What follows belongs to an exercise in optimizing a design on an open flow for small area; a production flow would make more cautious choices.
In this exercise RTL edits were held to simulation tests only and were not proved equivalent to the original.
Power figures rest on the tool's default switching activity, not on a simulated workload.

**flow/flow/run.sh**
```bash
#!/bin/bash
# Layout flow: the standard ORFS flow, with these changes to how the
# layout is made:
#  - after floorplan, every cell is set to the smallest drive strength
#    of its family (repair_design and repair_timing size up again where
#    slew, capacitance or timing need it);
#  - ports are buffered with sky130_fd_sc_hd__buf_1;
#  - from floorplan on, buffers larger than buf_2 are not used;
#  - clock tree: clkbuf_8 throughout, sinks clustered 14 to a buffer,
#    no dummy loads;
# Each make step writes its own logs under orfs/logs; the full output of
# make is kept in flow.log here.
set -euo pipefail
here=$(pwd)
B=sky130_fd_sc_hd__clkbuf_8
export POST_FLOORPLAN_TCL=$here/flow/downsize.tcl
export BUFFER_PORTS_ARGS="-buffer_cell sky130_fd_sc_hd__buf_1"
export CTS_ARGS="-sink_clustering_enable -repair_clock_nets -buf_list $B -sink_clustering_size 14 -sink_clustering_max_diameter 60 -dont_use_dummy_load"
for s in FLOORPLAN GLOBAL_PLACE RESIZE DETAIL_PLACE CTS GLOBAL_ROUTE; do
  export PRE_${s}_TCL=$here/flow/dontuse.tcl
done
bash standard.sh > flow.log 2>&1
```
**flow/flow/dontuse.tcl**
```tcl
# Keep the resizer from buffering with the large buffers: it picks buf_1
# and buf_2 instead (sourced before each post-synthesis stage).
set_dont_use {sky130_fd_sc_hd__buf_4 sky130_fd_sc_hd__buf_6 sky130_fd_sc_hd__buf_8 sky130_fd_sc_hd__buf_12 sky130_fd_sc_hd__buf_16 sky130_fd_sc_hd__bufbuf_8 sky130_fd_sc_hd__bufbuf_16 sky130_fd_sc_hd__bufinv_8 sky130_fd_sc_hd__bufinv_16}
```
**flow/flow/downsize.tcl**
```tcl
# Set every instance to the smallest-area cell of its family (same
# function, different drive strength), skipping don't-use cells.
set dont_use {}
if { [info exists ::env(DONT_USE_CELLS)] } { set dont_use $::env(DONT_USE_CELLS) }
set db [ord::get_db]
array set best {}
foreach lib [$db getLibs] {
  foreach m [$lib getMasters] {
    set n [$m getName]
    if { [lsearch -exact $dont_use $n] >= 0 } { continue }
    if { ![regexp {^(sky130_fd_sc_hd__[a-z0-9]+)_([0-9]+)$} $n -> fam sz] } { continue }
    set a [expr { [$m getWidth] * [$m getHeight] }]
    if { ![info exists best($fam)] } {
      set best($fam) [list $n $a $sz]
    } else {
      lassign $best($fam) bn ba bs
      if { $a < $ba || ($a == $ba && $sz < $bs) } { set best($fam) [list $n $a $sz] }
    }
  }
}
set cnt 0
foreach inst [[ord::get_db_block] getInsts] {
  set n [[$inst getMaster] getName]
  if { ![regexp {^(sky130_fd_sc_hd__[a-z0-9]+)_([0-9]+)$} $n -> fam sz] } { continue }
  if { ![info exists best($fam)] } { continue }
  set b [lindex $best($fam) 0]
  if { $b ne $n } {
    replace_cell [$inst getName] $b
    incr cnt
  }
}
puts "downsize: replaced $cnt instances"
```
**flow/standard.sh**
```bash
#!/bin/bash
# synth_recipe.tcl (not shown) runs the flow's synth.tcl, then flattens the netlist and writes it again
# the make line also repeats each setting of config.mk as NAME=value (left out here)
make -C /OpenROAD-flow-scripts/flow DESIGN_CONFIG=/design/flow/config.mk WORK_HOME=/design/flow/orfs CLKGATE_MAP_FILE= SYNTH_SCRIPT=/design/flow/synth_recipe.tcl "${@:-finish}"
```
**flow/config.mk**
```make
export PLATFORM = sky130hd
export DESIGN_NAME = gpr_bank
export DESIGN_NICKNAME = gpr_bank
export VERILOG_FILES = /design/flow/design.v
export SDC_FILE = /design/flow/constraint.sdc
export NUM_CORES = 4
export LEC_CHECK = 0
export CAP_MARGIN = 20
export CORE_MARGIN = 2
export CORE_UTILIZATION = 55
export PLACE_DENSITY = 0.62
export SETUP_SLACK_MARGIN = 0.3
export SLEW_MARGIN = 20
export SYNTH_HIERARCHICAL = 1
```
**flow/constraint.sdc**
```tcl
create_clock -name core_clock -period 7.0 [get_ports {rclk1}]
set_input_delay 1.4000 -clock core_clock [delete_from_list [all_inputs] [get_ports {rclk1}]]
set_output_delay 1.4000 -clock core_clock [all_outputs]
set_load 0.01 [all_outputs]
```
**flow/design.v**
```verilog
package gpr_cfg_pkg;
   localparam int DATA_W    = 32;    
   localparam int ADDR_W    = 4;     
   localparam int NUM_SLOTS = 16;    
   localparam int NUM_LO    = 8;     
   typedef logic [DATA_W-1:0]            data_t;
   typedef logic [ADDR_W-1:0]            addr_t;
   typedef logic [$clog2(NUM_SLOTS)-1:0] slot_t;
   localparam addr_t ARCH_SP  = 4'd13;    
   localparam addr_t ARCH_LR  = 4'd14;
   localparam addr_t ARCH_AUX = 4'd15;    
   localparam slot_t SLOT_MSP = 4'd13;
   localparam slot_t SLOT_PSP = 4'd14;
   localparam slot_t SLOT_LR  = 4'd15;
   localparam data_t RESET_VAL = '1;      
endpackage
package gpr_ctl_pkg;
   typedef enum logic [1:0] {
      LS_BYTE = 2'd0,    
      LS_HALF = 2'd1,    
      LS_WORD = 2'd2,    
      LS_NONE = 2'd3     
   } ls_size_e;
   typedef enum logic {
      SP_MSP = 1'b0,     
      SP_PSP = 1'b1      
   } sp_sel_e;
endpackage
`timescale 1ns/1ps
module gpr_and3 (
   input  logic [2:0] a,
   output logic       y
);
   assign y = &a;
endmodule
module gpr_nand2 (
   input  logic [1:0] a,
   output logic       y
);
   assign y = ~&a;
endmodule
module gpr_dec2 (
   input  logic [1:0] a,
   output logic [3:0] y
);
   assign y[0] = ~a[1] & ~a[0];
   assign y[1] = ~a[1] &  a[0];
   assign y[2] =  a[1] & ~a[0];
   assign y[3] =  a[1] &  a[0];
endmodule
module gpr_slot_dec (
   input  logic [3:0]  addr,
   input  logic        psp,
   input  logic [15:0] q,
   output logic [15:0] y
);
   logic [3:0] lo, hi;
   gpr_dec2 u_lo (.a(addr[1:0]), .y(lo));
   gpr_dec2 u_hi (.a(addr[3:2]), .y(hi));
   for (genvar k = 0; k < 13; k++) begin : g_r
      gpr_and3 u_a (.a({lo[k%4], hi[k/4], q[k]}), .y(y[k]));
   end
   assign y[13] = lo[1] & hi[3] & ~psp & q[13];
   assign y[14] = lo[1] & hi[3] &  psp & q[14];
   gpr_and3 u_lr (.a({lo[2], hi[3], q[15]}), .y(y[15]));
endmodule
module gpr_write_decode (
   input  logic               rclk1,
   input  logic               rar_reset_n,
   input  logic               hready_i,        
   input  logic               wr_en_i,
   input  logic               sp_sel_en_i,     
   input  logic               sp_sel_psp_i,    
   input  logic               sp_sel_auto_i,   
   input  logic               sp_auto_i,
   input  gpr_cfg_pkg::addr_t wr_addr_i,
   input  gpr_cfg_pkg::addr_t ra_addr_i,
   input  gpr_cfg_pkg::addr_t rb_addr_i,
   output logic [15:0]        wr_on_o,         
   output logic [15:0]        wr_off_o,        
   output logic [15:0]        ra_sel_o,        
   output logic [15:0]        rb_sel_o,
   output logic [1:0]         ra_rst_o,        
   output logic [1:0]         rb_rst_o,
   output logic               ra_rst_sp_o,     
   output logic               rb_rst_sp_o
);
   logic        sp_sel_q;       
   logic [15:0] vld_q;          
   always_ff @(posedge rclk1 or negedge rar_reset_n) begin
      if (!rar_reset_n)
         sp_sel_q <= 1'b1;
      else if (sp_sel_en_i && hready_i)
         sp_sel_q <= sp_sel_psp_i | (sp_sel_auto_i & sp_auto_i);
   end
   gpr_slot_dec u_wdec (
      .addr (wr_addr_i),
      .psp  (sp_sel_q),
      .q    ({16{wr_en_i & hready_i}}),
      .y    (wr_on_o)
   );
   assign wr_off_o = ~wr_on_o;
   always_ff @(posedge rclk1 or negedge rar_reset_n) begin
      if (!rar_reset_n)
         vld_q <= '0;
      else
         vld_q <= vld_q | wr_on_o;
   end
   logic ra_at_rst, rb_at_rst;
   gpr_slot_dec u_radec (
      .addr (ra_addr_i),
      .psp  (sp_sel_q),
      .q    (vld_q),
      .y    (ra_sel_o)
   );
   gpr_slot_dec u_rbdec (
      .addr (rb_addr_i),
      .psp  (sp_sel_q),
      .q    (vld_q),
      .y    (rb_sel_o)
   );
   assign ra_at_rst = ~(|ra_sel_o) & ~(&ra_addr_i);
   assign rb_at_rst = ~(|rb_sel_o) & ~(&rb_addr_i);
   assign ra_rst_o    = {ra_at_rst & ra_addr_i[3], ra_at_rst & ~ra_addr_i[3]};
   assign rb_rst_o    = {rb_at_rst & rb_addr_i[3], rb_at_rst & ~rb_addr_i[3]};
   assign ra_rst_sp_o = ra_at_rst & (ra_addr_i == 4'd13);
   assign rb_rst_sp_o = rb_at_rst & (rb_addr_i == 4'd13);
endmodule
`timescale 1ns/1ps
module gpr_reg_slot (
   input  logic                 rclk1,
   input  logic [15:0]          wr_on_i,      
   input  logic [15:0]          wr_off_i,     
   input  gpr_cfg_pkg::data_t   wdata_i,
   output logic [16*32-1:0]     q_o           
);
   logic [16*32-1:0] q;
   for (genvar k = 0; k < 16; k++) begin : g_slot
      localparam int LSB = (k == 13 || k == 14) ? 2 : 0;
      always_ff @(posedge rclk1)
         q[32*k+LSB +: 32-LSB] <= ({32-LSB{wr_on_i[k]}}  & wdata_i[31:LSB]) |
                                  ({32-LSB{wr_off_i[k]}} & q[32*k+LSB +: 32-LSB]);
      if (LSB != 0) begin : g_zero
         assign q[32*k +: LSB] = '0;
      end
   end
   assign q_o = q;
endmodule
`timescale 1ns/1ps
module gpr_aoi222 (
   input  logic [2:0] a,
   input  logic [2:0] b,
   output logic       y
);
   assign y = ~|(a & b);
endmodule
module gpr_nand3 (
   input  logic [2:0] a,
   output logic       y
);
   assign y = ~&a;
endmodule
module gpr_or_nand3 (
   input  logic [2:0] a,
   input  logic       c,
   output logic       y
);
   assign y = c | ~&a;
endmodule
module gpr_read_merge (
   input  logic [16*32-1:0]   q_i,        
   input  logic [15:0]        sel_i,      
   input  logic [1:0]         rst_i,      
   input  logic               rst_sp_i,   
   output gpr_cfg_pkg::data_t lo_o,       
   output gpr_cfg_pkg::data_t hi_o        
);
   for (genvar i = 0; i < 32; i++) begin : g_bit
      logic       rst_up;
      logic [8:0] ls, us;      
      logic [8:0] ld, ud;      
      logic [2:0] lp, up;      
      if (i < 2) begin : g_sp0
         assign rst_up = rst_i[1] & ~rst_sp_i;
      end else begin : g_spn
         assign rst_up = rst_i[1];
      end
      for (genvar k = 0; k < 8; k++) begin : g_k
         assign ls[k] = sel_i[k];
         assign ld[k] = q_i[32*k + i];
         assign us[k] = sel_i[8+k];
         assign ud[k] = q_i[32*(8+k) + i];
      end
      assign ls[8] = rst_i[0];
      assign ld[8] = rst_i[0];
      assign us[8] = rst_up;
      assign ud[8] = rst_up;
      for (genvar j = 0; j < 3; j++) begin : g_j
         gpr_aoi222 u_l (.a(ls[3*j +: 3]), .b(ld[3*j +: 3]), .y(lp[j]));
         gpr_aoi222 u_u (.a(us[3*j +: 3]), .b(ud[3*j +: 3]), .y(up[j]));
      end
      gpr_nand3    u_lo (.a(lp), .y(lo_o[i]));
      gpr_or_nand3 u_hi (.a(up), .c(lo_o[i]), .y(hi_o[i]));
   end
endmodule
`timescale 1ns/1ps
module gpr_ao22 (
   input  logic [1:0] s,
   input  logic [1:0] d,
   output logic       y
);
   assign y = |(s & d);
endmodule
module gpr_ao222 (
   input  logic [2:0] s,
   input  logic [2:0] d,
   output logic       y
);
   logic n;
   gpr_aoi222 u_aoi (.a(s), .b(d), .y(n));
   assign y = ~n;
endmodule
module gpr_store_lanes (
   input  gpr_cfg_pkg::data_t    rb_data_i,      
   input  logic [1:0]            ls_size_i,      
   input  logic                  write_last_i,   
   output gpr_cfg_pkg::data_t    hwdata_o
);
   logic [7:0] b0;
   logic [7:0] b1;
   logic [7:0] b2;
   logic [7:0] b3;
   assign b0 = rb_data_i[7:0];
   assign b1 = rb_data_i[15:8];
   assign b2 = rb_data_i[23:16];
   assign b3 = rb_data_i[31:24];
   logic wl, byt, half, word;
   assign wl   = write_last_i;
   assign byt  = wl & (ls_size_i == gpr_ctl_pkg::LS_BYTE);
   assign half = wl & (ls_size_i == gpr_ctl_pkg::LS_HALF);
   assign word = wl & (ls_size_i == gpr_ctl_pkg::LS_WORD);
   logic [1:0] s1;       
   logic [1:0] s2;       
   logic [2:0] s3;       
   assign s1 = {~byt, byt};
   assign s2 = {word, ~word};
   assign s3 = {word, half, byt};
   for (genvar i = 0; i < 8; i++) begin : g_bit
      assign hwdata_o[i] = wl & b0[i];
      gpr_ao22  u_l1 (.s(s1), .d({b1[i], b0[i]}),        .y(hwdata_o[8+i]));
      gpr_ao22  u_l2 (.s(s2), .d({b2[i], b0[i]}),        .y(hwdata_o[16+i]));
      gpr_ao222 u_l3 (.s(s3), .d({b3[i], b1[i], b0[i]}), .y(hwdata_o[24+i]));
   end
endmodule
`timescale 1ns/1ps
module gpr_bank (
   input  logic                             rclk1,
   input  logic                             rar_reset_n,
   input  logic                             hready_i,        
   input  logic                             wr_en_i,
   input  logic                             sp_sel_en_i,
   input  logic                             sp_sel_psp_i,
   input  logic                             sp_sel_auto_i,
   input  logic                             sp_auto_i,       
   input  logic                             write_last_i,
   input  logic [gpr_cfg_pkg::ADDR_W-1:0]   wr_addr_i,
   input  logic [gpr_cfg_pkg::ADDR_W-1:0]   ra_addr_i,
   input  logic [gpr_cfg_pkg::ADDR_W-1:0]   rb_addr_i,
   input  logic [1:0]                       ls_size_i,       
   input  logic [gpr_cfg_pkg::DATA_W-1:0]   wdata_i,
   output logic [gpr_cfg_pkg::DATA_W-1:0]   ra_data_lo_o,
   output logic [gpr_cfg_pkg::DATA_W-1:0]   ra_data_hi_o,
   output logic [gpr_cfg_pkg::DATA_W-1:0]   rb_data_lo_o,
   output logic [gpr_cfg_pkg::DATA_W-1:0]   rb_data_hi_o,
   output logic [gpr_cfg_pkg::DATA_W-1:0]   hwdata_o
);
   logic [15:0]      wr_on, wr_off;
   logic [15:0]      ra_sel, rb_sel;
   logic [1:0]       ra_rst, rb_rst;
   logic             ra_rst_sp, rb_rst_sp;
   logic [16*32-1:0] q;
   gpr_write_decode u_decode (
      .rclk1         (rclk1),
      .rar_reset_n   (rar_reset_n),
      .hready_i      (hready_i),
      .wr_en_i       (wr_en_i),
      .sp_sel_en_i   (sp_sel_en_i),
      .sp_sel_psp_i  (sp_sel_psp_i),
      .sp_sel_auto_i (sp_sel_auto_i),
      .sp_auto_i     (sp_auto_i),
      .wr_addr_i     (wr_addr_i),
      .ra_addr_i     (ra_addr_i),
      .rb_addr_i     (rb_addr_i),
      .wr_on_o       (wr_on),
      .wr_off_o      (wr_off),
      .ra_sel_o      (ra_sel),
      .rb_sel_o      (rb_sel),
      .ra_rst_o      (ra_rst),
      .rb_rst_o      (rb_rst),
      .ra_rst_sp_o   (ra_rst_sp),
      .rb_rst_sp_o   (rb_rst_sp)
   );
   gpr_reg_slot u_regs (
      .rclk1    (rclk1),
      .wr_on_i  (wr_on),
      .wr_off_i (wr_off),
      .wdata_i  (wdata_i),
      .q_o      (q)
   );
   gpr_read_merge u_rd_a (
      .q_i      (q),
      .sel_i    (ra_sel),
      .rst_i    (ra_rst),
      .rst_sp_i (ra_rst_sp),
      .lo_o     (ra_data_lo_o),
      .hi_o     (ra_data_hi_o)
   );
   gpr_read_merge u_rd_b (
      .q_i      (q),
      .sel_i    (rb_sel),
      .rst_i    (rb_rst),
      .rst_sp_i (rb_rst_sp),
      .lo_o     (rb_data_lo_o),
      .hi_o     (rb_data_hi_o)
   );
   gpr_store_lanes u_lanes (
      .rb_data_i    (rb_data_hi_o),
      .ls_size_i    (ls_size_i),
      .write_last_i (write_last_i),
      .hwdata_o     (hwdata_o)
   );
endmodule
```
==> results of run 1 <==
power by group:
group	switching (mW)	total [mW]	leakage [nW]	internal (mW)
Combinational	0.822	1.47	4.36	0.652
Sequential	0.486	4.06	4.42	3.57
Clock	1.00	1.58	0.324	0.575
kinds of logic (layout without fill, tap and decap cells):
logic type	after synthesis	count (layout)	share of synthesized area (%)
AOI/OAI and AO/OA	919	919	38.1
DFF	525	525	47.3
and+or+nand+nor	254	255	7.70
buffers and inverters	187	378	6.90
other	1	5	0.0167
registers in the layout (all words and copies together) (netlist names):
name	flops
u_decode.vld_q	16
u_regs.q	508
u_decode.sp_sel_q	1
path summary, 6_finish.rpt:
path,from,end,slack [ns],cells past startpoint
setup / recovery,rb_addr_i[3],hwdata_o[28],0.50,13
hold / removal,u_regs.q[254]$_DFF_P_,u_regs.q[254]$_DFF_P_,0.51,1
setup reg to reg,u_decode.sp_sel_q$_DFFE_PN1P_,u_regs.q[446]$_DFF_P_,3.37,4
hold reg to reg,u_regs.q[254]$_DFF_P_,u_regs.q[254]$_DFF_P_,0.51,1
max in group asynchronous,rar_reset_n,u_decode.vld_q[14]$_DFF_PN0_,5.40,2
min in group asynchronous,rar_reset_n,u_decode.vld_q[0]$_DFF_PN0_,0.53,1
repair_timing:
item	CTS	global route
setup endpoints to repair	0	5
hold buffers	0	0
buffers inserted	0	3
cell type report:
| class | instances | area [sq um] |
|---|---|---|
| Tap cell | 525 | 657 |
| Multi-Input combinational cell | 1178 | 10300 |
| Clock buffer | 45 | 619 |
| Timing Repair Buffer | 309 | 1220 |
| Antenna cell | 1 | 2.50 |
| Fill cell | 3427 | 16500 |
| Sequential cell | 525 | 10600 |
| Inverter | 24 | 90.1 |
modules after synthesis, one instance, submodules excluded, excerpt:
module / cells / copies in the design / flip-flops and latches / area [sq um]
gpr_and3: 1 / 42 / 0 / 6.26
gpr_ao22: 1 / 16 / 0 / 8.76
gpr_ao222: 1 / 8 / 0 / 3.75
gpr_aoi222: 1 / 392 / 0 / 10.0
gpr_dec2: 4 / 6 / 0 / 26.3
gpr_nand3: 1 / 64 / 0 / 5.00
gpr_or_nand3: 1 / 64 / 0 / 8.76
gpr_read_merge: 1 / 2 / 0 / 13.8
gpr_reg_slot: 1179 / 1 / 508 / 16100
gpr_slot_dec: 2 / 3 / 0 / 20.0
gpr_store_lanes: 14 / 1 / 0 / 104
gpr_write_decode: 75 / 1 / 17 / 742
synth_stat cells:
| library cell | count | area [sq um] |
|---|---|---|
| buf_4 | 7 | 52.6 |
| a21oi_1 | 2 | 10.0 |
| nor4_1 | 6 | 37.5 |
| nor4_2 | 2 | 25.0 |
| and2b_2 | 6 | 52.6 |
| nand4b_1 | 66 | 578 |
| a22o_1 | 518 | 4540 |
| buf_6 | 98 | 1100 |
| buf_2 | 57 | 285 |
| nor2b_4 | 2 | 27.5 |
| and3_1 | 42 | 263 |
| conb_1 | 1 | 3.75 |
| nor2_1 | 12 | 45.0 |
| nand4_1 | 2 | 12.5 |
| a31oi_1 | 1 | 6.26 |
| and4b_1 | 3 | 30.0 |
| a22o_2 | 6 | 60.1 |
| dfxtp_1 | 508 | 10200 |
| or3b_1 | 1 | 8.76 |
| and2_1 | 9 | 56.3 |
| a222oi_1 | 392 | 3920 |
| nand3_1 | 66 | 330 |
| and2_2 | 6 | 45.0 |
| buf_8 | 1 | 15.0 |
| nor2b_1 | 6 | 37.5 |
| nor3b_2 | 1 | 12.5 |
| and3b_2 | 2 | 20.0 |
| and4_2 | 3 | 30.0 |
| dfstp_2 | 1 | 26.3 |
| dfrtp_1 | 16 | 400 |
| inv_1 | 24 | 90.1 |
| nand2_1 | 2 | 7.51 |
| or2_2 | 16 | 100 |
| nand3b_1 | 1 | 7.51 |
metal layers:
| layer | routed length (microns) | part of all wire, % |
|---|---|---|
| met5 | 19 | 0.019 |
| met4 | 5560 | 5.6 |
| met3 | 15800 | 16 |
| met2 | 40800 | 41 |
| met1 | 37700 | 38 |
through the flow:
step                power [mW]  setup slack [ns]  util [%]
floorplan                 4.96             0.390         -
CTS                       7.02             0.537      58.6
global route              7.35             0.365      58.7
global placement          5.46             0.606      57.1
finish                    7.11             0.503      58.7
detailed placement        5.49             0.546      57.1
==> summary.md, run 1 <==
| Metric | Value |
|---|---|
| Most frequent cells in the layout | `a22o_1 (524), dfxtp_1 (508), a222oi_1 (392)` |
| Count of different cell masters after synthesis | `34` |
| Hold/Removal Path Class | `flop to flop` |
| First-pass GRT wire length | `142,000 microns` |
| GRT Total Usage | `45.6%` |
| Core Box Area | `40,000 sq um` |
| Finished Layout Cells | `2,607` |
| Detail Route Antenna Nets | `0` |
| Worst Path Max Fanout | `11` |
| Design area | `approximately 23,000 sq um` |
| Post-Syn Instances | `around 1.9k` |
| DRT iter0 DRCs | `5,178` |
| Fmax | `about 150 MHz` |
| IO Pins | `215` |
| Die ar. | `roughly 42,000 sq um` |
| Crit-path slowest cell | `nand4b_1` |
| Commonest non-fill, non-tap cell in the layout | `a22o_1` |
| Buffers added on ports | `214` |
| Grt peak-use layer | `met2` |
| Startpoint types | `primary input` |
| Fin crit period | `6.50 ns` |
| RSZ-0062 raised after global routing | `no` |
| Chip Width | `206 microns` |
| Cell Area, Placed | `22,800 sq um` |
| Total Routed Length | `about 100,000 microns` |
| Initial core utilization | `56.0%` |
| Clock transition at path regs | `0.06 ns` |
| Synth-to-layout area growth | `4.85%` |
| Setup crit end kind | `output port` |
| Clock buffer depth | `3` |
| Max cap viols | `0` |
| Initial antenna violation count | `1` |
| Met3 usage | `15.2%` |
| Die H | `approximately 200 microns` |
| CTS tree | `built` |
| Placer Congestion | `around 0.9` |
| Worst Skew | `0.0185 ns` |
| CP required | `5.60 ns` |
| M2 GR Usage | `65.1%` |
| Placed cell count | `2,556` |
| DR vias/cell | `8.52` |
| Tcrit/Tclk final | `between 90% and 100%` |
| DRC violations left | `0` |
| Crit path DAT | `about 5.1 ns` |
| Slew margin rel. | `16.1%` |
| Worst path cell trace | `buf_1 > nor2b_1 > and3_2 > nor4_1 > nand4_1 > nor2_4 > buf_1 > a222oi_1 > nand3_1 > nand4b_1 > a222oi_1 > inv_1 > buf_1` |
| Register area share after synthesis | `47.3%` |
| CTS sink count | `between 500 and 600` |
| Hold Slack | `between 0.5 and 0.6 ns` |
| Synth Cell Area | `~22,000 sq um` |
| Met1 usage | `61.4%` |
| Routed vias | `22.2k` |
| Setup TNS | `0 ns` |
| DR WL/cell | `38.3 microns` |
| Rows | `73` |
| First-pass DRT Iterations | `11` |
| Status | `no timing/DRC/antenna violations` |
| Delay-heaviest family, CP | `simple AND/OR/NAND/NOR gates` |
| Most frequent CP cell | `buf_1` |
| Worst IR Drop VDD | `0.187 mV` |
| # setup viols final | `0` |
| Final hold vios | `0` |
| Root Buffer | `clkbuf_8` |
| Cell leakage power | `9.10 nW` |
| Global route overflow | `0` |
| Mapped Avg Cell Area | `11.9 sq um` |
| Flops & latches, synth | `525` |
| Layout cell share with drive strength beyond 1 | `between 6 and 7%` |
| Clk latency of the worst-skew pair | `between 0.6 and 0.7 ns` |
| Num CTS Buffers | `45` |
| Ys Warns | `10` |
| Final #Nets | `2,138` |
| H-tree levels | `2` |
| Post-DP HPWL | `62,100 microns` |
| Measured slew at the worst slew-check pin | `1.26 ns` |
| Post-cts resize count | `0` |
| Vias in the first global route | `20.8k` |
| Largest net degree at the start of global routing | `35` |
| Slowest stage delay, CP | `0.55 ns` |
| Pwr/cell area | `303 nW/um^2` |
| Pins Over Slew Limit | `0` |
| Buf/Inv on CP | `4` |
| Critical Setup Path Class | `primary input to output port` |
==> run 2: changes to the inputs <==
--- a/flow/design.v
+++ b/flow/design.v
@@ -154,6 +154,14 @@
 );
    assign y = ~|(a & b);
 endmodule
+module gpr_aoi221 (
+   input  logic [1:0] a,
+   input  logic [1:0] b,
+   input  logic       c,
+   output logic       y
+);
+   assign y = ~(|(a & b) | c);
+endmodule
 module gpr_nand3 (
    input  logic [2:0] a,
    output logic       y
@@ -177,8 +185,8 @@
 );
    for (genvar i = 0; i < 32; i++) begin : g_bit
       logic       rst_up;
-      logic [8:0] ls, us;      
-      logic [8:0] ld, ud;      
+      logic [7:0] ls, us;      
+      logic [7:0] ld, ud;      
       logic [2:0] lp, up;      
       if (i < 2) begin : g_sp0
          assign rst_up = rst_i[1] & ~rst_sp_i;
@@ -191,14 +199,12 @@
          assign us[k] = sel_i[8+k];
          assign ud[k] = q_i[32*(8+k) + i];
       end
-      assign ls[8] = rst_i[0];
-      assign ld[8] = rst_i[0];
-      assign us[8] = rst_up;
-      assign ud[8] = rst_up;
-      for (genvar j = 0; j < 3; j++) begin : g_j
+      for (genvar j = 0; j < 2; j++) begin : g_j
          gpr_aoi222 u_l (.a(ls[3*j +: 3]), .b(ld[3*j +: 3]), .y(lp[j]));
          gpr_aoi222 u_u (.a(us[3*j +: 3]), .b(ud[3*j +: 3]), .y(up[j]));
       end
+      gpr_aoi221 u_l2 (.a(ls[7:6]), .b(ld[7:6]), .c(rst_i[0]), .y(lp[2]));
+      gpr_aoi221 u_u2 (.a(us[7:6]), .b(ud[7:6]), .c(rst_up),   .y(up[2]));
       gpr_nand3    u_lo (.a(lp), .y(lo_o[i]));
       gpr_or_nand3 u_hi (.a(up), .c(lo_o[i]), .y(hi_o[i]));
    end
==> run 2 against run 1 <==
- sequential cell count is the same
- still clean on timing, DRC and antenna
- routed wire length up 0.16%
- maximum frequency shrank 2.9%
- worst hold slack worse by 0.0017 ns
- power is 2.0% higher
- count of clock-buffer cells in the layout increased by 1
- critical path depth fell by 3
- register-to-register slack gained 0.43 ns
- synthesized cell count did not move
- critical path type unchanged
- sequential power about the same
==> summary.md, run 2 <==
| Metric | Value |
|---|---|
| Status | `no timing/DRC/antenna violations` |
| First-pass DRT Iterations | `12 (+1)` |
| Cell Area, Placed | `22,600 sq um (-0.87%)` |
| Initial core utilization | `55.3% (-0.69 points)` |
| PnR worst setup slack | `0.310 ns (-0.193 ns)` |
| Largest net degree at the start of global routing | `35 (unchanged)` |
| Clk latency of the worst-skew pair | `0.69 ns (+0.03 ns)` |
| Number of synthesized flops with an enable pin | `0 (unchanged)` |
| Largest cells by area after synthesis | `dfxtp_1 (44%), a22o_1 (20%), a222oi_1 (11%)` |
| Post-synth top cells | `a22o_1 (518), dfxtp_1 (508), a222oi_1 (264)` |
| NetSw | `2.43 mW (+5.1%)` |
| Crit path from | `rb_addr_i[3]` |
| Crit path DAT | `5.29 ns (+0.19 ns)` |
| Placed cell count | `2,553 (-0.12%)` |
| CP required | `5.60 ns (about the same)` |
| Top_reg_cell synth | `dfxtp_1` |
| Slew margin rel. | `17.1% (+1.1 points)` |
| Worst Path Max Fanout | `18 (+7)` |
| Antenna diodes | `0 (-1)` |
| Post-synth ARST share | `3.24% (unchanged)` |
| Tcrit/Tclk final | `95.6% (+2.8 points)` |
| Worst IR Drop VDD | `0.184 mV (-1.5%)` |
| Routed vias | `22.1k (-0.60%)` |
| IO Pins | `215 (unchanged)` |
| Layout cell share with drive strength beyond 1 | `7.27% (+0.64 points)` |
| GRT Total Usage | `43.4% (-2.2 points)` |
| Setup crit end kind | `output port` |
| Core Util, Final | `56.1% (-2.7 points)` |
| Commonest non-fill, non-tap cell in the layout | `a22o_1` |
| Synth-to-layout area growth | `1.32%` |
| Most frequent CP cell | `buf_1` |
| Largest regs | `u_regs.q: 508 flops, u_decode.vld_q: 16 flops, u_decode.sp_sel_q: 1 flops` |
| Worst Skew | `0.0687 ns (+0.0502 ns)` |
| Finished Layout Cells | `2,615 (+0.31%)` |
| Reg with most FFs | `u_regs.q` |
| Ys Warns | `10 (unchanged)` |
| R2r startpoint | `u_decode.sp_sel_q$_DFFE_PN1P_` |
| Vias in the first global route | `20.1k (-3.5%)` |
| Pins Over Slew Limit | `0 (unchanged)` |
| DR WL/cell | `38.3 microns (-0.14%)` |
| DR vias/cell | `8.44 (-0.91%)` |
| Design area | `23,400 sq um (-0.60%)` |
| Hold/Removal Path Class | `flop to flop` |
| CTS sink count | `525 (unchanged)` |
| Final #Nets | `2,133 (-0.23%)` |
| Cells on worst reg2reg path | `4 (unchanged)` |
| Flops & latches, synth | `525 (unchanged)` |
| First-pass GRT wire length | `142,000 microns (-0.37%)` |
| Detail Route Antenna Nets | `0 (unchanged)` |
| Mapped Avg Cell Area | `12.2 sq um (+2.9%)` |
| Root Buffer | `clkbuf_8` |
| CTS tree | `built` |
| Clock transition at path regs | `0.09 ns (+0.03 ns)` |
| Rows | `75 (+2.7%)` |
| Initial antenna violation count | `6 (+5)` |
| Startpoint types | `primary input` |
| Slowest stage delay, CP | `0.70 ns (+0.15 ns)` |
| Pint | `4.83 mW (+0.53%)` |
| Final hold vios | `0 (unchanged)` |
| DRT iter0 DRCs | `5,093 (-1.6%)` |
| Count of different cell masters after synthesis | `35 (+2.9%)` |
| Setup TNS | `0 ns (unchanged)` |
| Hold Slack | `0.504 ns (-0.00170 ns)` |
| Register area share after synthesis | `46.0% (-1.3 points)` |
| Total Routed Length | `100,000 microns (+0.16%)` |
| Measured slew at the worst slew-check pin | `1.24 ns (-0.0160 ns)` |
| Critical Setup Path Class | `primary input to output port` |
| Synth area leader | `dfxtp_1` |
| Placer Congestion | `0.973 (+6.6%)` |
| H-tree levels | `2 (unchanged)` |
| Crit-path slowest cell | `a222oi_1` |
| # setup viols final | `0 (unchanged)` |
| Post-synth top area share | `44.1% (-1.3 points)` |
| Clock buffer depth | `3 (unchanged)` |
| Num CTS Buffers | `46 (+2.2%)` |
| # hold bufs at CTS | `0 (unchanged)` |
| Comb pwr share | `21.9% (+1.2 points)` |
| Synth Cell Area | `23,100 sq um (+2.9%)` |
| Post-Syn Instances | `1,886 (unchanged)` |
| Fin crit period | `6.69 ns (+0.193 ns)` |
| Clock power share | `22.2% (about the same)` |
| Max cap viols | `0 (unchanged)` |
| Reg power frac | `55.9% (-1.2 points)` |
| Buffers added on ports | `214 (unchanged)` |
| Post-DP HPWL | `64,500 microns (+3.8%)` |
| Chip Width | `209 microns (+1.4%)` |
| Core Box Area | `41,700 sq um (+4.1%)` |
| Max reg flops | `508 (unchanged)` |
| Fmax | `149 MHz (-2.9%)` |
| DRC violations left | `0 (unchanged)` |
| FF-to-FF End | `u_regs.q[430]$_DFF_P_` |
| Global route overflow | `0 (unchanged)` |
| Flop-to-flop setup slack | `3.80 ns (+0.43 ns)` |
| Worst path cell trace | `buf_1 > and2b_1 > and3_2 > buf_1 > a221oi_1 > nand3_1 > nand4b_1 > a222oi_1 > inv_1 > buf_1` |
| Most frequent cells in the layout | `a22o_1 (524), dfxtp_1 (508), a222oi_1 (264)` |
| Worst Setup EP | `hwdata_o[28]` |
| Cell leakage power | `8.97 nW (-1.4%)` |
| RSZ-0062 raised after global routing | `no` |
| Sw frac | `33.5% (+0.99 points)` |
| Die ar. | `43,600 sq um (+2.8%)` |
| Pre-CTS WS | `0.401 ns (-0.145 ns)` |
| Dominant cell by count in the synthesized netlist | `a22o_1` |
| Overall power | `7.26 mW (+2.0%)` |
| Pwr/cell area | `311 nW/um^2 (+2.6%)` |
| Die H | `209 microns (+1.4%)` |
-- run 2: cell types whose count changed after synthesis, sizes merged --
cell | previous run | this run
a222oi | 392 | 264
a221oi | 0 | 128
-- run 2: cell families after synthesis --
kind of cell	Yosys count	share of synthesized area, %
compound gates	919	39.8
buf+inv	187	6.71
flops	525	46.0
other cells	1	0.0163
simple gates	254	7.49
-- run 2: what timing repair did --
action	CTS	global route
setup buffers	0	14
gates resized for setup	0	0
setup endpoints to repair	0	7
-- run 2: per-layer routing --
metal | vias up | GRT usage, % | routed length (microns)
met5 | - | 1.45 | 105
met3 | 447 | 13.7 | 15300
met1 | 10800 | 57.3 | 36500
li1 | 8662 | - | -
met4 | 12 | 26.9 | 7600
met2 | 2137 | 61.6 | 40600
-- run 2: worst min path at each step --
| stage | startpoint | endpoint | slack, ns | cells past startpoint |
|---|---|---|---|---|
| 2_1_floorplan | u_decode.vld_q[0]$_DFF_PN0_ | u_decode.vld_q[0]$_DFF_PN0_ | 0.44 | 1 |
| 3_3_place_gp | u_regs.q[287]$_DFF_P_ | u_regs.q[287]$_DFF_P_ | 0.48 | 1 |
| 5_1_grt | u_regs.q[182]$_DFF_P_ | u_regs.q[182]$_DFF_P_ | 0.52 | 1 |
| 6_report | u_regs.q[500]$_DFF_P_ | u_regs.q[500]$_DFF_P_ | 0.50 | 1 |
| 3_5_place_dp | u_regs.q[367]$_DFF_P_ | u_regs.q[367]$_DFF_P_ | 0.48 | 1 |
| 4_1_cts | u_regs.q[374]$_DFF_P_ | u_regs.q[374]$_DFF_P_ | 0.50 | 1 |
-- run 2: Yosys stat by module, one instance, submodules excluded, a selection --
module	flops+latches	cells	copies in the design	area, sq um
gpr_dec2	0	4	6	26.3
gpr_aoi222	0	1	264	10.0
gpr_nand3	0	1	64	5.00
gpr_or_nand3	0	1	64	8.76
gpr_write_decode	17	75	1	742
gpr_ao222	0	1	8	3.75
gpr_read_merge	0	1	2	13.8
gpr_and3	0	1	42	6.26
gpr_reg_slot	508	1179	1	16100
gpr_slot_dec	0	2	3	20.0
gpr_ao22	0	1	16	8.76
gpr_aoi221	0	1	128	15.0
gpr_store_lanes	0	14	1	104
-- run 2: final cells by class --
class,count,area (sq um)
multi-input cells,1179,10200
repair buffers,302,1200
flip-flops and latches,525,10600
fillers,3727,18300
well taps,539,674
inverters,24,90.1
clock buffers,46,633
-- run 2: power by group through the flow --
stage / Combinational, mW / Clock, mW / Sequential, mW
after floorplan: 1.08 / 0 / 4.00
after global placement: 1.47 / 0 / 4.07
after detailed placement: 1.50 / 0 / 4.07
after CTS: 1.50 / 1.61 / 4.02
after global routing: 1.65 / 1.72 / 4.11
final: 1.59 / 1.61 / 4.06
-- run 2: critical path: cells and delay by family --
family,cells,cell delay [ns]
and+or+nand+nor,4,1.51
buffers and inverters,4,1.20
AOI/OAI and AO/OA,2,1.16
==> run 3: changes to the inputs <==
--- a/flow/design.v
+++ b/flow/design.v
@@ -162,6 +162,21 @@
 );
    assign y = ~(|(a & b) | c);
 endmodule
+module gpr_aoi22 (
+   input  logic [1:0] a,
+   input  logic [1:0] b,
+   output logic       y
+);
+   assign y = ~|(a & b);
+endmodule
+module gpr_aoi21 (
+   input  logic a,
+   input  logic b,
+   input  logic c,
+   output logic y
+);
+   assign y = ~((a & b) | c);
+endmodule
 module gpr_nand3 (
    input  logic [2:0] a,
    output logic       y
@@ -201,10 +216,16 @@
       end
       for (genvar j = 0; j < 2; j++) begin : g_j
          gpr_aoi222 u_l (.a(ls[3*j +: 3]), .b(ld[3*j +: 3]), .y(lp[j]));
-         gpr_aoi222 u_u (.a(us[3*j +: 3]), .b(ud[3*j +: 3]), .y(up[j]));
       end
+      gpr_aoi222 u_u0 (.a(us[2:0]), .b(ud[2:0]), .y(up[0]));
       gpr_aoi221 u_l2 (.a(ls[7:6]), .b(ld[7:6]), .c(rst_i[0]), .y(lp[2]));
-      gpr_aoi221 u_u2 (.a(us[7:6]), .b(ud[7:6]), .c(rst_up),   .y(up[2]));
+      if (i < 2) begin : g_nosp
+         gpr_aoi22  u_u1 (.a(us[4:3]), .b(ud[4:3]), .y(up[1]));
+         gpr_aoi21  u_u2 (.a(us[7]), .b(ud[7]), .c(rst_up), .y(up[2]));
+      end else begin : g_sp
+         gpr_aoi222 u_u1 (.a(us[5:3]), .b(ud[5:3]), .y(up[1]));
+         gpr_aoi221 u_u2 (.a(us[7:6]), .b(ud[7:6]), .c(rst_up), .y(up[2]));
+      end
       gpr_nand3    u_lo (.a(lp), .y(lo_o[i]));
       gpr_or_nand3 u_hi (.a(up), .c(lo_o[i]), .y(hi_o[i]));
    end
==> flow/flow/run.sh (replaced) <==
#!/bin/bash
# Layout flow: the standard ORFS flow, with these changes to how the
# layout is made:
#  - after floorplan, every cell is set to the smallest drive strength
#    of its family (repair_design and repair_timing size up again where
#    slew, capacitance or timing need it);
#  - ports are buffered with sky130_fd_sc_hd__buf_1;
#  - from floorplan on, buffers larger than buf_2 are not used;
#  - clock tree: clkbuf_4 throughout, sinks clustered 8 to a buffer,
#    no dummy loads;
# Each make step writes its own logs under orfs/logs; the full output of
# make is kept in flow.log here.
set -euo pipefail
here=$(pwd)
B=sky130_fd_sc_hd__clkbuf_4
export POST_FLOORPLAN_TCL=$here/flow/downsize.tcl
export BUFFER_PORTS_ARGS="-buffer_cell sky130_fd_sc_hd__buf_1"
export CTS_ARGS="-sink_clustering_enable -repair_clock_nets -buf_list $B -sink_clustering_size 8 -sink_clustering_max_diameter 60 -dont_use_dummy_load"
for s in FLOORPLAN GLOBAL_PLACE RESIZE DETAIL_PLACE CTS GLOBAL_ROUTE; do
  export PRE_${s}_TCL=$here/flow/dontuse.tcl
done
bash standard.sh > flow.log 2>&1
==> run 3 against run 2 <==
- clock power down 4%
- register-to-register slack better by 0.45 ns
- clock skew down 0.024 ns
- worst hold slack got worse by 0.0036 ns
- via count grew 1.6%
- core utilization rose by 0.49 points
- worst setup slack better by 0.11 ns
- cell count rose by 0.57%
- sequential share of layout area is 0.32 points higher
- count of clock-buffer cells in the layout rose by 29
- combinational power is 5% lower
- global-route usage increased by 1.8 points
- critical endpoint is now hwdata_o[16]
- highest routed layer is now met4
==> summary.md, run 3 <==
| Metric | Value |
|---|---|
| # hold bufs at CTS | `0 (unchanged)` |
| Max reg flops | `508 (unchanged)` |
| Synth-to-layout area growth | `0.827%` |
| Worst Path Max Fanout | `21 (+3)` |
| DRC violations left | `0 (unchanged)` |
| Clock power share | `21.7% (-0.5 points)` |
| Min-delay src | `u_decode.vld_q[1]$_DFF_PN0_` |
| DR vias/cell | `8.53 (+1.1%)` |
| Ys Warns | `10 (unchanged)` |
| Tcrit/Tclk final | `94.0% (-1.6 points)` |
| # setup viols final | `0 (unchanged)` |
| Crit-path slowest cell | `nor2_4` |
| Vias in the first global route | `20.7k (+2.8%)` |
| Largest net degree at the start of global routing | `35 (unchanged)` |
| DRT iter0 DRCs | `5,144 (+1.0%)` |
| Worst Skew | `0.0449 ns (-0.0238 ns)` |
| Crit path DAT | `5.18 ns (-0.11 ns)` |
| Startpoint types | `primary input` |
| Overall power | `7.13 mW (-1.8%)` |
| Most frequent cells in the layout | `a22o_1 (524), dfxtp_1 (508), a222oi_1 (260)` |
| PnR worst setup slack | `0.422 ns (+0.112 ns)` |
| Slew margin rel. | `14.3% (-2.9 points)` |
| Die ar. | `43,500 sq um (-0.21%)` |
| Measured slew at the worst slew-check pin | `1.28 ns (+0.0414 ns)` |
| Root Buffer | `clkbuf_4` |
| Pwr/cell area | `307 nW/um^2 (-1.1%)` |
| Status | `no timing/DRC/antenna violations` |
| Core Box Area | `41,000 sq um (-1.6%)` |
| Critical Setup Path Class | `primary input to output port` |
| Setup TNS | `0 ns (unchanged)` |
| Detail Route Antenna Nets | `0 (unchanged)` |
| Layout cell share with drive strength beyond 1 | `7.65% (+0.37 points)` |
| Sw frac | `33.8% (+0.26 points)` |
| H-tree levels | `3 (+1)` |
| DR WL/cell | `39.2 microns (+2.4%)` |
| Core Util, Final | `56.5% (+0.49 points)` |
| Post-DP HPWL | `63,700 microns (-1.2%)` |
| Commonest non-fill, non-tap cell in the layout | `a22o_1` |
| Clk latency of the worst-skew pair | `0.84 ns (+0.15 ns)` |
| Worst IR Drop VDD | `0.165 mV (-10%)` |
| RSZ-0062 raised after global routing | `no` |
| IO Pins | `215 (unchanged)` |
| Post-Syn Instances | `1,881 (-0.27%)` |
| Delay-heaviest family, CP | `simple AND/OR/NAND/NOR gates` |
| Clock transition at path regs | `0.08 ns (about the same)` |
| Buf/Inv on CP | `2 (-2)` |
| Total Routed Length | `103,000 microns (+3.0%)` |
| Slowest stage delay, CP | `0.76 ns (+0.06 ns)` |
| CTS tree | `built` |
| First-pass DRT Iterations | `11 (-1)` |
| CP required | `5.60 ns (about the same)` |
| Placer Congestion | `0.932 (-4.3%)` |
| Crit path from | `rb_addr_i[1]` |
| Setup crit end kind | `output port` |
| Clock buffer depth | `3 (unchanged)` |
| R2r startpoint | `u_decode.sp_sel_q$_DFFE_PN1P_` |
| Final hold vios | `0 (unchanged)` |
| Cell leakage power | `8.92 nW (-0.61%)` |
| NetSw | `2.41 mW (-1.0%)` |
| Mapped Avg Cell Area | `12.2 sq um (about the same)` |
| Buffers added on ports | `214 (unchanged)` |
| Routed vias | `22.4k (+1.6%)` |
| Num CTS Buffers | `75 (+63%)` |
| Most frequent CP cell | `buf_1` |
| Rows | `74 (-1.3%)` |
| Worst path cell trace | `buf_1 > and2b_1 > and3_2 > nor4_1 > nand4_1 > nor2_4 > nor2b_1 > a21oi_1 > nand4b_1 > a22o_1 > buf_1` |
| Pins Over Slew Limit | `0 (unchanged)` |
| Fin crit period | `6.58 ns (-0.112 ns)` |
| CTS sink count | `525 (unchanged)` |
| Pre-CTS WS | `0.452 ns (+0.0513 ns)` |
| Chip Width | `209 microns (-0.10%)` |
| Global route overflow | `0 (unchanged)` |
| Initial antenna violation count | `3 (-3)` |
| Synth Cell Area | `23,000 sq um (-0.21%)` |
| GRT Total Usage | `45.3% (+1.8 points)` |
| Reg power frac | `57.1% (+1.2 points)` |
| First-pass GRT wire length | `146,000 microns (+3.0%)` |
| Reg with most FFs | `u_regs.q` |
| Initial core utilization | `56.1% (+0.76 points)` |
| Largest regs | `u_regs.q: 508 flops, u_decode.vld_q: 16 flops, u_decode.sp_sel_q: 1 flops` |
| Max cap viols | `0 (unchanged)` |
| Final #Nets | `2,149 (+0.75%)` |
| Fmax | `152 MHz (+1.7%)` |
| Die H | `209 microns (-0.10%)` |
| Hold/Removal Path Class | `flop to flop` |
| Pint | `4.72 mW (-2.2%)` |
| Comb pwr share | `21.2% (-0.7 points)` |
==> run 3: per-layer routing <==
| layer | global-route usage [%] | routed length (microns) | share of wire (%) | up-vias |
|---|---|---|---|---|
| met3 | 17.8 | 17100 | 17 | 511 |
| met4 | 25.7 | 7400 | 7.2 | 0 |
| met1 | 59.0 | 37600 | 36 | 10900 |
| li1 | - | - | - | 8721 |
| met2 | 63.5 | 41000 | 40 | 2330 |
| met5 | 0 | 0 | 0 | - |
==> run 3: path summary, 6_finish.rpt <==
kind | slack, ns | to | cells after the start
setup / recovery | 0.42 | hwdata_o[16] | 11
hold / removal | 0.50 | u_decode.vld_q[1]$_DFF_PN0_ | 1
setup reg to reg | 4.25 | u_regs.q[443]$_DFF_P_ | 4
hold reg to reg | 0.50 | u_decode.vld_q[1]$_DFF_PN0_ | 1
max in group asynchronous | 5.67 | u_decode.vld_q[4]$_DFF_PN0_ | 1
min in group asynchronous | 0.70 | u_decode.vld_q[13]$_DFF_PN0_ | 1
==> run 3: per-stage QoR <==
stage | instances | area (sq um) | hold WS [ns]
floorplan | 1881 | 23000 | 0.444
global placement | 2545 | 22600 | 0.475
detailed placement | 2545 | 22600 | 0.474
CTS | 2620 | 23200 | 0.500
global route | 2629 | 23200 | 0.522
finish | 2630 | 23200 | 0.500
==> run 3: repair_timing <==
item / 4_1_cts / 5_1_grt
endpoints found under the setup margin: 0 / 2
resized for setup: 0 / 0
setup buffers: 0 / 3
==> run 3: cell type report <==
| class | count | area [sq um] |
|---|---|---|
| multi-input combinational | 1173 | 10100 |
| fill | 3646 | 17800 |
| antenna | 6 | 15.0 |
| timing repair buffer | 295 | 1160 |
| clock buffer | 75 | 563 |
| tap | 532 | 666 |
| sequential | 525 | 10600 |
| inverter | 24 | 90.1 |
==> run 3: power groups by stage <==
stage / sequential (mW) / combinational [mW] / clock (mW)
6_report: 4.07 / 1.51 / 1.55
5_1_grt: 4.12 / 1.58 / 1.66
4_1_cts: 4.03 / 1.45 / 1.55
3_5_place_dp: 4.09 / 1.45 / 0
3_3_place_gp: 4.09 / 1.42 / 0
2_1_floorplan: 4.00 / 1.08 / 0

-- what the ideal ports hide --
The flow's constraints put no driver on any port. The routed layouts listed below were extracted and timed again, unchanged, in two steps. Step 1 sets driving cells, clkbuf_16 on the clock port and buf_2 on the other inputs (assumed; they add their load-dependent delay and slew). Step 2 also shifts input and output timing later by t, the mid clock arrival at the registers, as if the neighbouring blocks saw the same clock. Three values: ideal, step 1, step 2; two values: the first two.
run | t (ns) | setup slack, ns | hold slack, ns
run 1 | 0.714 | 0.503 / 0.428 / 0.428 | 0.505 / 0.491 / 0.505
run 2 | 0.704 | 0.310 / 0.287 / 0.287 | 0.504 / 0.504 / 0.504
run 3 | 0.863 | 0.422 / 0.399 / 0.399 | 0.500 / 0.500 / 0.500
After both steps setup and hold are still met in every run listed. The setup slack of run 1, which loses most, moves by -0.075 ns with the drivers and by -0.075 ns with both steps.
